What follows belongs to an exercise in optimizing a design on an open flow for small area; a production flow would make more cautious choices.
The RTL was checked by simulation tests, not by an equivalence proof against the original design.
Power figures rest on the tool's default switching activity, not on a simulated workload.

==> flow/design.v <==
`default_nettype none
package stk_mem_pkg;
  typedef logic [5-1:0] ptr_t;
  typedef logic [4-1:0] line_id_t;
  typedef logic [$clog2(2)-1:0] bankid_t;
  typedef logic [$clog2(4)-1:0] engid_t;
  typedef struct packed {
    line_id_t line;
    bankid_t  bank;
  } ptr_split_t;
  typedef union packed {
    ptr_t       flat;
    ptr_split_t split;
  } ptr_u;
endpackage : stk_mem_pkg
`default_nettype wire
`default_nettype none
package stk_uc_pkg;
  typedef enum logic {
    OPCODE_PUSH = 1'b0,
    OPCODE_POP  = 1'b1
  } opcode_t;
  typedef enum logic [1:0] {
    STATUS_OK    = 2'd0,
    STATUS_FULL  = 2'd1,
    STATUS_EMPTY = 2'd2
  } status_t;
endpackage : stk_uc_pkg
`default_nettype wire
`default_nettype none
`timescale 1ns/1ps
module stk_sram #(
  parameter int W = 32
) (
  input wire logic                  i_clk
, input wire logic                  i_ce
, input wire logic                  i_we
, input wire stk_mem_pkg::line_id_t i_addr
, input wire logic [W-1:0]          i_din
, output logic [W-1:0]              o_dout
);
  localparam int ROWS_N = 2 ** 4;
  logic [W-1:0] mem [ROWS_N];
  always_ff @(posedge i_clk) begin
    if (i_ce && i_we) begin
      mem[i_addr] <= i_din;
    end else if (i_ce) begin
      o_dout <= mem[i_addr];
    end
  end
endmodule
`default_nettype wire
`default_nettype none
`timescale 1ns/1ps
module stk_free_list (
  input wire logic              i_clk
, input wire logic              i_rst
, input wire logic              i_alloc
, output stk_mem_pkg::ptr_u     o_alloc_ptr
, output logic                  o_empty
, input wire logic              i_rel
, input wire stk_mem_pkg::ptr_u i_rel_ptr
);
  localparam int LINES_N = 2 ** 5;
  typedef logic [5:0] cnt_t;
  stk_mem_pkg::ptr_t fl_mem [LINES_N];
  cnt_t cnt_r;
  stk_mem_pkg::ptr_t top_idx;
  assign top_idx = cnt_r[5-1:0] - 1'b1;
  assign o_alloc_ptr.flat = fl_mem[top_idx];
  assign o_empty = (cnt_r == '0);
  always_ff @(posedge i_clk) begin
    if (i_rst) begin
      cnt_r <= cnt_t'(LINES_N);
      for (int i = 0; i < LINES_N; i++) begin
        fl_mem[i] <= stk_mem_pkg::ptr_t'(i);
      end
    end else begin
      case ({i_alloc, i_rel})
        2'b11: fl_mem[top_idx] <= i_rel_ptr.flat;
        2'b10: cnt_r <= cnt_r - 1'b1;
        2'b01: begin
          fl_mem[cnt_r[5-1:0]] <= i_rel_ptr.flat;
          cnt_r <= cnt_r + 1'b1;
        end
        default: begin
        end
      endcase
    end
  end
endmodule
`default_nettype wire
`default_nettype none
`timescale 1ns/1ps
module stk_pipe_admit (
  input wire logic                                     i_clk
, input wire logic                                     i_rst
, input wire logic                                     i_cmd_vld
, input wire stk_mem_pkg::engid_t                      i_cmd_engid
, input wire stk_uc_pkg::opcode_t                      i_cmd_opcode
, input wire logic [32-1:0]                    i_cmd_dat
, input wire logic [4-1:0]                   i_head_vld
, input wire stk_mem_pkg::ptr_t [4-1:0]      i_head_ptr
, output logic                                         o_alloc
, input wire stk_mem_pkg::ptr_u                        i_alloc_ptr
, input wire logic                                     i_fl_empty
, output logic [2-1:0]                      o_prev_ce
, output logic [2-1:0]                      o_prev_we
, output stk_mem_pkg::line_id_t                        o_prev_addr
, output stk_mem_pkg::ptr_t                            o_prev_din
, output logic [2-1:0]                      o_dat_ce
, output logic [2-1:0]                      o_dat_we
, output stk_mem_pkg::line_id_t                        o_dat_addr
, output logic [32-1:0]                        o_dat_din
, output logic                                         o_uc_vld
, output stk_mem_pkg::engid_t                          o_uc_engid
, output stk_mem_pkg::bankid_t                         o_uc_bankid
, output stk_uc_pkg::opcode_t                          o_uc_opcode
, output stk_uc_pkg::status_t                          o_uc_status
, output logic                                         o_uc_head_vld
, output logic                                         o_uc_head_dord
, output stk_mem_pkg::ptr_t                            o_uc_head_ptr
);
  typedef logic [2-1:0] bank_vec_t;
  logic                  cmd_vld_r;
  stk_mem_pkg::engid_t                cmd_engid_r;
  stk_uc_pkg::opcode_t               cmd_opcode_r;
  logic [32-1:0] cmd_dat_r;
  logic      is_push;
  logic      cur_head_vld;
  stk_mem_pkg::ptr_u      head_u;
  stk_mem_pkg::ptr_u      line_u;
  stk_uc_pkg::status_t   status;
  logic      cmd_ok;
  bank_vec_t bank_sel;
  always_ff @(posedge i_clk) begin
    if (i_rst) begin
      cmd_vld_r <= 1'b0;
    end else begin
      cmd_vld_r <= i_cmd_vld;
    end
  end
  always_ff @(posedge i_clk) begin
    if (i_cmd_vld) begin
      cmd_engid_r  <= i_cmd_engid;
      cmd_opcode_r <= i_cmd_opcode;
      cmd_dat_r    <= i_cmd_dat;
    end
  end
  assign is_push      = (cmd_opcode_r == stk_uc_pkg::OPCODE_PUSH);
  assign cur_head_vld = i_head_vld[cmd_engid_r];
  assign head_u.flat  = i_head_ptr[cmd_engid_r];
  always_comb begin
    if (is_push) begin
      status = i_fl_empty ? stk_uc_pkg::STATUS_FULL : stk_uc_pkg::STATUS_OK;
    end else begin
      status = cur_head_vld ? stk_uc_pkg::STATUS_OK : stk_uc_pkg::STATUS_EMPTY;
    end
  end
  assign cmd_ok  = cmd_vld_r && (status == stk_uc_pkg::STATUS_OK);
  assign o_alloc = cmd_ok && is_push;
  assign line_u   = is_push ? i_alloc_ptr : head_u;
  assign bank_sel = cmd_ok ? (bank_vec_t'(1) << line_u.split.bank) : '0;
  always_ff @(posedge i_clk) begin
    if (i_rst) begin
      o_prev_ce <= '0;
      o_prev_we <= '0;
      o_dat_ce  <= '0;
      o_dat_we  <= '0;
      o_uc_vld  <= 1'b0;
    end else begin
      o_prev_ce <= bank_sel;
      o_prev_we <= is_push ? bank_sel : '0;
      o_dat_ce  <= bank_sel;
      o_dat_we  <= is_push ? bank_sel : '0;
      o_uc_vld  <= cmd_vld_r;
    end
  end
  always_ff @(posedge i_clk) begin
    if (cmd_vld_r) begin
      o_prev_addr    <= line_u.split.line;
      o_prev_din     <= cur_head_vld ? head_u.flat : i_alloc_ptr.flat;
      o_dat_addr     <= line_u.split.line;
      o_dat_din      <= cmd_dat_r;
      o_uc_engid     <= cmd_engid_r;
      o_uc_bankid    <= line_u.split.bank;
      o_uc_opcode    <= cmd_opcode_r;
      o_uc_status    <= status;
      o_uc_head_vld  <= cmd_ok;
      o_uc_head_dord <= !is_push;
      o_uc_head_ptr  <= line_u.flat;
    end
  end
endmodule
`default_nettype wire
`default_nettype none
`timescale 1ns/1ps
module stk_pipe_mem (
  input wire logic                                     i_clk
, input wire logic                                     i_rst
, input wire logic [2-1:0]                  i_prev_ce
, input wire logic [2-1:0]                  i_prev_we
, input wire stk_mem_pkg::line_id_t                    i_prev_addr
, input wire stk_mem_pkg::ptr_t                        i_prev_din
, input wire logic [2-1:0]                  i_dat_ce
, input wire logic [2-1:0]                  i_dat_we
, input wire stk_mem_pkg::line_id_t                    i_dat_addr
, input wire logic [32-1:0]                    i_dat_din
, input wire logic                                     i_uc_vld
, input wire stk_mem_pkg::engid_t                      i_uc_engid
, input wire stk_mem_pkg::bankid_t                     i_uc_bankid
, input wire stk_uc_pkg::opcode_t                      i_uc_opcode
, input wire stk_uc_pkg::status_t                      i_uc_status
, input wire logic                                     i_uc_head_vld
, input wire logic                                     i_uc_head_dord
, input wire stk_mem_pkg::ptr_t                        i_uc_head_ptr
, output logic                                         o_wrbk_uc_vld
, output stk_mem_pkg::engid_t                          o_wrbk_uc_engid
, output stk_uc_pkg::status_t                          o_wrbk_uc_status
, output logic                                         o_wrbk_uc_head_vld
, output stk_mem_pkg::ptr_t                            o_wrbk_uc_head_ptr
, output stk_mem_pkg::ptr_t                            o_wrbk_uc_rel_ptr
, output logic                                         o_wrbk_uc_dat_vld
, output logic [32-1:0]                        o_wrbk_uc_dat
);
  stk_mem_pkg::ptr_t                  prev_dout [2];
  logic [32-1:0] dat_dout [2];
  stk_mem_pkg::ptr_t                  prev_ptr;
  logic    mdat_uc_vld_r;
  stk_mem_pkg::engid_t  mdat_uc_engid_r;
  stk_mem_pkg::bankid_t mdat_uc_bankid_r;
  stk_uc_pkg::opcode_t mdat_uc_opcode_r;
  stk_uc_pkg::status_t mdat_uc_status_r;
  logic    mdat_uc_head_vld_r;
  logic    mdat_uc_head_dord_r;
  stk_mem_pkg::ptr_t    mdat_uc_head_ptr_r;
  for (genvar bnk = 0; bnk < 2; bnk++) begin : g_bank
    stk_sram #(.W(5)) u_prev_sram (
      .i_clk  (i_clk)
    , .i_ce   (i_prev_ce[bnk])
    , .i_we   (i_prev_we[bnk])
    , .i_addr (i_prev_addr)
    , .i_din  (i_prev_din)
    , .o_dout (prev_dout[bnk])
    );
    stk_sram #(.W(32)) u_dat_sram (
      .i_clk  (i_clk)
    , .i_ce   (i_dat_ce[bnk])
    , .i_we   (i_dat_we[bnk])
    , .i_addr (i_dat_addr)
    , .i_din  (i_dat_din)
    , .o_dout (dat_dout[bnk])
    );
  end : g_bank
  always_ff @(posedge i_clk) begin
    if (i_rst) begin
      mdat_uc_vld_r <= 1'b0;
    end else begin
      mdat_uc_vld_r <= i_uc_vld;
    end
  end
  always_ff @(posedge i_clk) begin
    if (i_uc_vld) begin
      mdat_uc_engid_r     <= i_uc_engid;
      mdat_uc_bankid_r    <= i_uc_bankid;
      mdat_uc_opcode_r    <= i_uc_opcode;
      mdat_uc_status_r    <= i_uc_status;
      mdat_uc_head_vld_r  <= i_uc_head_vld;
      mdat_uc_head_dord_r <= i_uc_head_dord;
      mdat_uc_head_ptr_r  <= i_uc_head_ptr;
    end
  end
  assign prev_ptr = prev_dout[mdat_uc_bankid_r];
  assign o_wrbk_uc_vld      = mdat_uc_vld_r;
  assign o_wrbk_uc_engid    = mdat_uc_engid_r;
  assign o_wrbk_uc_status   = mdat_uc_status_r;
  assign o_wrbk_uc_head_vld = mdat_uc_head_vld_r;
  assign o_wrbk_uc_head_ptr = mdat_uc_head_dord_r ? prev_ptr : mdat_uc_head_ptr_r;
  assign o_wrbk_uc_rel_ptr = mdat_uc_head_ptr_r;
  assign o_wrbk_uc_dat_vld = mdat_uc_vld_r
                          && (mdat_uc_opcode_r == stk_uc_pkg::OPCODE_POP)
                          && (mdat_uc_status_r == stk_uc_pkg::STATUS_OK);
  assign o_wrbk_uc_dat     = dat_dout[mdat_uc_bankid_r];
endmodule
`default_nettype wire
`default_nettype none
`timescale 1ns/1ps
module stk_pipe_wrbk (
  input wire logic                                     i_clk
, input wire logic                                     i_rst
, input wire logic                                     i_wrbk_uc_vld
, input wire stk_mem_pkg::engid_t                      i_wrbk_uc_engid
, input wire stk_uc_pkg::status_t                      i_wrbk_uc_status
, input wire logic                                     i_wrbk_uc_head_vld
, input wire stk_mem_pkg::ptr_t                        i_wrbk_uc_head_ptr
, input wire stk_mem_pkg::ptr_t                        i_wrbk_uc_rel_ptr
, input wire logic                                     i_wrbk_uc_dat_vld
, input wire logic [32-1:0]                    i_wrbk_uc_dat
, output logic [4-1:0]                       o_head_vld
, output stk_mem_pkg::ptr_t [4-1:0]          o_head_ptr
, output logic                                         o_rel
, output stk_mem_pkg::ptr_u                            o_rel_ptr
, output logic                                         o_rsp_vld
, output stk_mem_pkg::engid_t                          o_rsp_engid
, output stk_uc_pkg::status_t                          o_rsp_status
, output logic                                         o_rsp_dat_vld
, output logic [32-1:0]                        o_rsp_dat
);
  logic upd;
  logic bottom;
  assign upd = i_wrbk_uc_vld && (i_wrbk_uc_status == stk_uc_pkg::STATUS_OK);
  assign bottom = i_wrbk_uc_dat_vld && (i_wrbk_uc_head_ptr == i_wrbk_uc_rel_ptr);
  always_ff @(posedge i_clk) begin
    if (i_rst) begin
      o_head_vld <= '0;
    end else if (upd) begin
      o_head_vld[i_wrbk_uc_engid] <= i_wrbk_uc_head_vld && !bottom;
    end
  end
  always_ff @(posedge i_clk) begin
    if (upd) begin
      o_head_ptr[i_wrbk_uc_engid] <= i_wrbk_uc_head_ptr;
    end
  end
  assign o_rel          = i_wrbk_uc_vld && i_wrbk_uc_dat_vld;
  assign o_rel_ptr.flat = i_wrbk_uc_rel_ptr;
  always_ff @(posedge i_clk) begin
    if (i_rst) begin
      o_rsp_vld <= 1'b0;
    end else begin
      o_rsp_vld <= i_wrbk_uc_vld;
    end
  end
  always_ff @(posedge i_clk) begin
    if (i_wrbk_uc_vld) begin
      o_rsp_engid   <= i_wrbk_uc_engid;
      o_rsp_status  <= i_wrbk_uc_status;
      o_rsp_dat_vld <= i_wrbk_uc_dat_vld;
      o_rsp_dat     <= i_wrbk_uc_dat;
    end
  end
endmodule
`default_nettype wire
`default_nettype none
`timescale 1ns/1ps
module stk_top (
  input wire logic                   i_clk
, input wire logic                   i_rst
, input wire logic                   i_cmd_vld
, input wire stk_mem_pkg::engid_t    i_cmd_engid
, input wire stk_uc_pkg::opcode_t    i_cmd_opcode
, input wire logic [32-1:0]  i_cmd_dat
, output logic                       o_rsp_vld
, output stk_mem_pkg::engid_t        o_rsp_engid
, output stk_uc_pkg::status_t        o_rsp_status
, output logic                       o_rsp_dat_vld
, output logic [32-1:0]      o_rsp_dat
);
  logic [4-1:0]    head_vld;
  stk_mem_pkg::ptr_t [4-1:0]    head_ptr;
  logic                      alloc;
  stk_mem_pkg::ptr_u                      alloc_ptr;
  logic                      fl_empty;
  logic                      rel;
  stk_mem_pkg::ptr_u                      rel_ptr;
  logic [2-1:0]   prev_ce;
  logic [2-1:0]   prev_we;
  stk_mem_pkg::line_id_t                  prev_addr;
  stk_mem_pkg::ptr_t                      prev_din;
  logic [2-1:0]   dat_ce;
  logic [2-1:0]   dat_we;
  stk_mem_pkg::line_id_t                  dat_addr;
  logic [32-1:0]     dat_din;
  logic                      uc_vld;
  stk_mem_pkg::engid_t                    uc_engid;
  stk_mem_pkg::bankid_t                   uc_bankid;
  stk_uc_pkg::opcode_t                   uc_opcode;
  stk_uc_pkg::status_t                   uc_status;
  logic                      uc_head_vld;
  logic                      uc_head_dord;
  stk_mem_pkg::ptr_t                      uc_head_ptr;
  logic                      wrbk_uc_vld;
  stk_mem_pkg::engid_t                    wrbk_uc_engid;
  stk_uc_pkg::status_t                   wrbk_uc_status;
  logic                      wrbk_uc_head_vld;
  stk_mem_pkg::ptr_t                      wrbk_uc_head_ptr;
  stk_mem_pkg::ptr_t                      wrbk_uc_rel_ptr;
  logic                      wrbk_uc_dat_vld;
  logic [32-1:0]     wrbk_uc_dat;
  stk_pipe_admit u_admit (
    .i_clk          (i_clk)
  , .i_rst          (i_rst)
  , .i_cmd_vld      (i_cmd_vld)
  , .i_cmd_engid    (i_cmd_engid)
  , .i_cmd_opcode   (i_cmd_opcode)
  , .i_cmd_dat      (i_cmd_dat)
  , .i_head_vld     (head_vld)
  , .i_head_ptr     (head_ptr)
  , .o_alloc        (alloc)
  , .i_alloc_ptr    (alloc_ptr)
  , .i_fl_empty     (fl_empty)
  , .o_prev_ce      (prev_ce)
  , .o_prev_we      (prev_we)
  , .o_prev_addr    (prev_addr)
  , .o_prev_din     (prev_din)
  , .o_dat_ce       (dat_ce)
  , .o_dat_we       (dat_we)
  , .o_dat_addr     (dat_addr)
  , .o_dat_din      (dat_din)
  , .o_uc_vld       (uc_vld)
  , .o_uc_engid     (uc_engid)
  , .o_uc_bankid    (uc_bankid)
  , .o_uc_opcode    (uc_opcode)
  , .o_uc_status    (uc_status)
  , .o_uc_head_vld  (uc_head_vld)
  , .o_uc_head_dord (uc_head_dord)
  , .o_uc_head_ptr  (uc_head_ptr)
  );
  stk_free_list u_free_list (
    .i_clk       (i_clk)
  , .i_rst       (i_rst)
  , .i_alloc     (alloc)
  , .o_alloc_ptr (alloc_ptr)
  , .o_empty     (fl_empty)
  , .i_rel       (rel)
  , .i_rel_ptr   (rel_ptr)
  );
  stk_pipe_mem u_mem (
    .i_clk              (i_clk)
  , .i_rst              (i_rst)
  , .i_prev_ce          (prev_ce)
  , .i_prev_we          (prev_we)
  , .i_prev_addr        (prev_addr)
  , .i_prev_din         (prev_din)
  , .i_dat_ce           (dat_ce)
  , .i_dat_we           (dat_we)
  , .i_dat_addr         (dat_addr)
  , .i_dat_din          (dat_din)
  , .i_uc_vld           (uc_vld)
  , .i_uc_engid         (uc_engid)
  , .i_uc_bankid        (uc_bankid)
  , .i_uc_opcode        (uc_opcode)
  , .i_uc_status        (uc_status)
  , .i_uc_head_vld      (uc_head_vld)
  , .i_uc_head_dord     (uc_head_dord)
  , .i_uc_head_ptr      (uc_head_ptr)
  , .o_wrbk_uc_vld      (wrbk_uc_vld)
  , .o_wrbk_uc_engid    (wrbk_uc_engid)
  , .o_wrbk_uc_status   (wrbk_uc_status)
  , .o_wrbk_uc_head_vld (wrbk_uc_head_vld)
  , .o_wrbk_uc_head_ptr (wrbk_uc_head_ptr)
  , .o_wrbk_uc_rel_ptr  (wrbk_uc_rel_ptr)
  , .o_wrbk_uc_dat_vld  (wrbk_uc_dat_vld)
  , .o_wrbk_uc_dat      (wrbk_uc_dat)
  );
  stk_pipe_wrbk u_wrbk (
    .i_clk              (i_clk)
  , .i_rst              (i_rst)
  , .i_wrbk_uc_vld      (wrbk_uc_vld)
  , .i_wrbk_uc_engid    (wrbk_uc_engid)
  , .i_wrbk_uc_status   (wrbk_uc_status)
  , .i_wrbk_uc_head_vld (wrbk_uc_head_vld)
  , .i_wrbk_uc_head_ptr (wrbk_uc_head_ptr)
  , .i_wrbk_uc_rel_ptr  (wrbk_uc_rel_ptr)
  , .i_wrbk_uc_dat_vld  (wrbk_uc_dat_vld)
  , .i_wrbk_uc_dat      (wrbk_uc_dat)
  , .o_head_vld         (head_vld)
  , .o_head_ptr         (head_ptr)
  , .o_rel              (rel)
  , .o_rel_ptr          (rel_ptr)
  , .o_rsp_vld          (o_rsp_vld)
  , .o_rsp_engid        (o_rsp_engid)
  , .o_rsp_status       (o_rsp_status)
  , .o_rsp_dat_vld      (o_rsp_dat_vld)
  , .o_rsp_dat          (o_rsp_dat)
  );
endmodule
`default_nettype wire
==> flow/run.sh <==
#!/bin/bash
# synth_recipe.tcl (not shown) runs the flow's synth.tcl, then flattens the netlist and writes it again
# the make line also repeats each setting of config.mk as NAME=value (left out here)
make -C /OpenROAD-flow-scripts/flow DESIGN_CONFIG=/design/flow/config.mk WORK_HOME=/design/flow/orfs CLKGATE_MAP_FILE= SYNTH_SCRIPT=/design/flow/synth_recipe.tcl finish
==> flow/config.mk <==
export PLATFORM = sky130hd
export DESIGN_NAME = stk_top
export DESIGN_NICKNAME = stk_top
export VERILOG_FILES = /design/flow/design.v
export SDC_FILE = /design/flow/constraint.sdc
export NUM_CORES = 4
export LEC_CHECK = 0
export CAP_MARGIN = 20
export CORE_MARGIN = 2
export CORE_UTILIZATION = 40
export SLEW_MARGIN = 20
==> flow/constraint.sdc <==
create_clock -name core_clock -period 6.0 [get_ports {i_clk}]
set_input_delay 1.2000 -clock core_clock [delete_from_list [all_inputs] [get_ports {i_clk}]]
set_output_delay 1.2000 -clock core_clock [all_outputs]
set_load 0.01 [all_outputs]
==> results.txt <==
status no timing/DRC/antenna violations; fin area 70000 µm²; Post-Place Cells 4776; Synth Cell Area 61200 µm²; Seq/Total Area, Yosys 77.6%; Starting DRT DRC Count 2865; XOR/XNOR share of the synthesized area 0.239%; Post CTS Setup Buffer Count 0; clk slew on worst S/H paths 0.06 ns; library cells used by synthesis 62; number of global-route vias before repair 29161; crit-path max FO 20; Cell Pwr Density 338 nW/µm²; FFs w/ async S/R, synth 0%; Warnings, synthesis 8; Hold WS 0.417 ns; CTS tree built; Port-buffer cells 75; vias per cell 5.58; clk sinks 1587; post-synthesis instance total 2746; fin crit period 4.62 ns; setup ws final 1.38 ns; Simple-Gate Fraction of Synth Area 3.69%; non-filler cells, final 5080; DRT Pass-1 Iters 5; final hold vios 0; Final Max Tran Viols 0; die width 395 µm; residual DRC count 0; Worst Tran Pin Value 1.12 ns; unrepaired setup endpoints after global routing no; CP endpoint kind register; maxcap violations 0; CTS Buffer Depth 3; Crit-path slowest cell nor3_1; Die ar. 156000 µm²; Compound-Gate Fraction of Synth Area 0.877%; worst slack at placement 1.23 ns; clock latency on the worst-skew pair 0.79 ns; Top FF cell, synth edfxtp_1; Syn Area/Cell 22.3 µm²; Wirelength per Cell 27.8 µm; first-pass GRT wire length 204000 µm; final setup TNS 0 ns; final core area utilization 46.1%; layout cells sized above 1 28.3%; total power 23.7 mW; skew final 0.0243 ns; Crit Path Class reg2reg; pin count of the biggest net entering global routing 135; most used cell, CP or2_2; Synth Area in Adders 0.237%; mux contribution to synthesized area 16.1%; main combinational cell family by area after synthesis multiplexers; Syn Nets 2795; Slowest Stage Delay on Critical Path 0.64 ns; final setup fails 0; Max VDD drop 0.297 mV; Max-slew headroom 24.6%; CP Data Required Time 6.48 ns; Post-DP Area 64700 µm²; initial antenna violation count 0; CP arrival 5.10 ns; CP cell instances inv_1 -> ha_2 -> or3b_2 -> o41ai_1 -> or2_2 -> ha_1 -> nor2b_1 -> or3_1 -> nand3_1 -> nor3_1 -> or2_2; Final ANT Viol Nets 0; Yosys reg bits 1587; Die H 395 µm; Vias 28341; Total Wirelength 141000 µm; clock root cell clkbuf_16; Ports 76; Final Net Count 2962; startpoint type of the worst setup path register; area of the core 152000 µm²; Post-synth EDFFs 1569; P_leak 21.4 nW; cts hold-fix bufs 0; placer congestion estimate 0.794; area grow syn2layout 14.3%; Min-Delay Path Class reg2reg; number of CTS-inserted buffers 165; placement row count 143; Fmax 217 MHz; H-tree level count 4; final worst-path cycle share 77.0%; Diodes inserted 0; initial core utilization 40.3%; detailed placement HPWL 75900 µm; total grt overflow 0; Overall Global Routing Usage 18.1%; Post-CTS Resized 0
-- worst paths after layout --
| check | startpoint | end | slack, ns | cells after the start |
|---|---|---|---|---|
| worst max-delay path | u_free_list.cnt_r[1]$_SDFFE_PP0P_ | u_free_list.fl_mem[24][3]$_SDFFCE_PN1P_ | 1.38 | 11 |
| worst max register to register | u_free_list.cnt_r[1]$_SDFFE_PP0P_ | u_free_list.fl_mem[24][3]$_SDFFCE_PN1P_ | 1.38 | 11 |
| worst min-delay path | u_admit.cmd_dat_r[21]$_DFFE_PP_ | u_admit.o_dat_din[21]$_DFFE_PP_ | 0.42 | 0 |
| worst min register to register | u_admit.cmd_dat_r[21]$_DFFE_PP_ | u_admit.o_dat_din[21]$_DFFE_PP_ | 0.42 | 0 |
-- Yosys cell counts, drive strengths merged (30+ instances only) --
master	number	area (µm²)
nor2	66	248
nor4	36	263
clkbuf	77	289
or2	38	238
edfxtp	1569	47100
mux4	417	9390
nor3	36	220
o22ai	30	188
buf	75	389
nand2b	40	250
inv	30	113
and2	52	325
nand2	88	330
mux2	33	372
-- registers in the layout, summed over array words and instances, names as in the netlist, 4 cells and up --
signal                           count
u_admit.cmd_dat_r                   32
u_admit.o_dat_din                   32
u_admit.o_prev_din                   5
u_admit.o_uc_head_ptr                5
u_free_list.cnt_r                    6
u_free_list.fl_mem                 160
u_mem.g_bank.u_dat_sram.mem       1024
u_mem.g_bank.u_dat_sram.o_dout      64
u_mem.g_bank.u_prev_sram.mem       160
u_mem.g_bank.u_prev_sram.o_dout     10
u_mem.mdat_uc_head_ptr_r             5
u_wrbk.o_head_ptr                   20
u_wrbk.o_head_vld                    4
u_wrbk.o_rsp_dat                    32
-- logic make-up (layout without fill, tap and decap cells) --
family                   count (synthesis)  in the layout
flip-flops                            1587           1587
multiplexers                           458            458
AND/OR/NAND/NOR                        412            412
buffers and inverters                  184            488
AO/OA/AOI/OAI                           79             79
XOR/XNOR                                15             15
adder cells (fa/ha/maj)                 11             11
-- where the power goes --
group	leakage (nW)	switching (mW)	internal (mW)
clock	2.57	4.23	5.62
combinational	4.61	0.642	0.578
sequential	14.2	0.213	12.4
total	21.4	5.08	18.6
-- metal layers --
layer | part of all wire, % | global-route usage, %
met1 | 41 | 24.3
met2 | 51 | 30.5
met3 | 6.0 | 3.15
met4 | 1.9 | 4.64
met5 | 0 | 0
-- placed cells by master, fill, tap and decap left out, types with 32 or more instances in the layout --
cell type        instances
edfxtp_1              1569
mux4_2                 417
clkbuf_16              169
nand2_1                 88
clkdlybuf4s50_1         73
buf_4                   71
and2_1                  52
clkinv_1                47
nor2_1                  42
nand2b_1                40
mux2_2                  33
clkinv_2                33
or2_2                   32
-- layout make-up --
| class | count | area [µm²] |
|---|---|---|
| multi-input combinational | 975 | 13200 |
| sequential | 1587 | 47500 |
| clock buffer | 196 | 4330 |
| tap | 2030 | 2540 |
| fill | 12283 | 81900 |
| timing repair buffer | 152 | 1390 |
| clock inverter | 108 | 926 |
| inverter | 32 | 120 |
-- worst max-delay path: cells and delay by family (launching register included) --
family	cells	cell delay (ns)
AOI/OAI and AO/OA	1	0.51
adders and majority gates	2	0.61
DFF	1	0.43
buffers and inverters	1	0.14
and+or+nand+nor	7	2.61

==> re-timing with driven ports <==
No port has a modelled driver above. Below, the same layout with a new extraction and two added sets of constraints. Step 1 (the two cells are an assumption about what drives the block):
set clk [get_ports {i_clk}]
set_driving_cell -lib_cell sky130_fd_sc_hd__clkbuf_16 $clk
set_driving_cell -lib_cell sky130_fd_sc_hd__buf_2 [delete_from_list [all_inputs] $clk]
Step 2 also shifts input and output timing later by t, the mid clock arrival at the registers, as if the neighbouring blocks saw the same clock. Slacks: ideal / step 1 / step 2; pairs: ideal / step 1.
shift t [ns]: 0.860
setup slack, ns: 1.382 / 1.382 / 1.382
latest minus earliest clock arrival (ns): 0.025 / 0.026
worst data-port slew with drivers (ns): 0.09
cell pins on the clock port's net: 1
After both steps this run still meets setup and hold. The setup slack of this run moves by 0.000 ns with the drivers and by 0.000 ns with both steps.
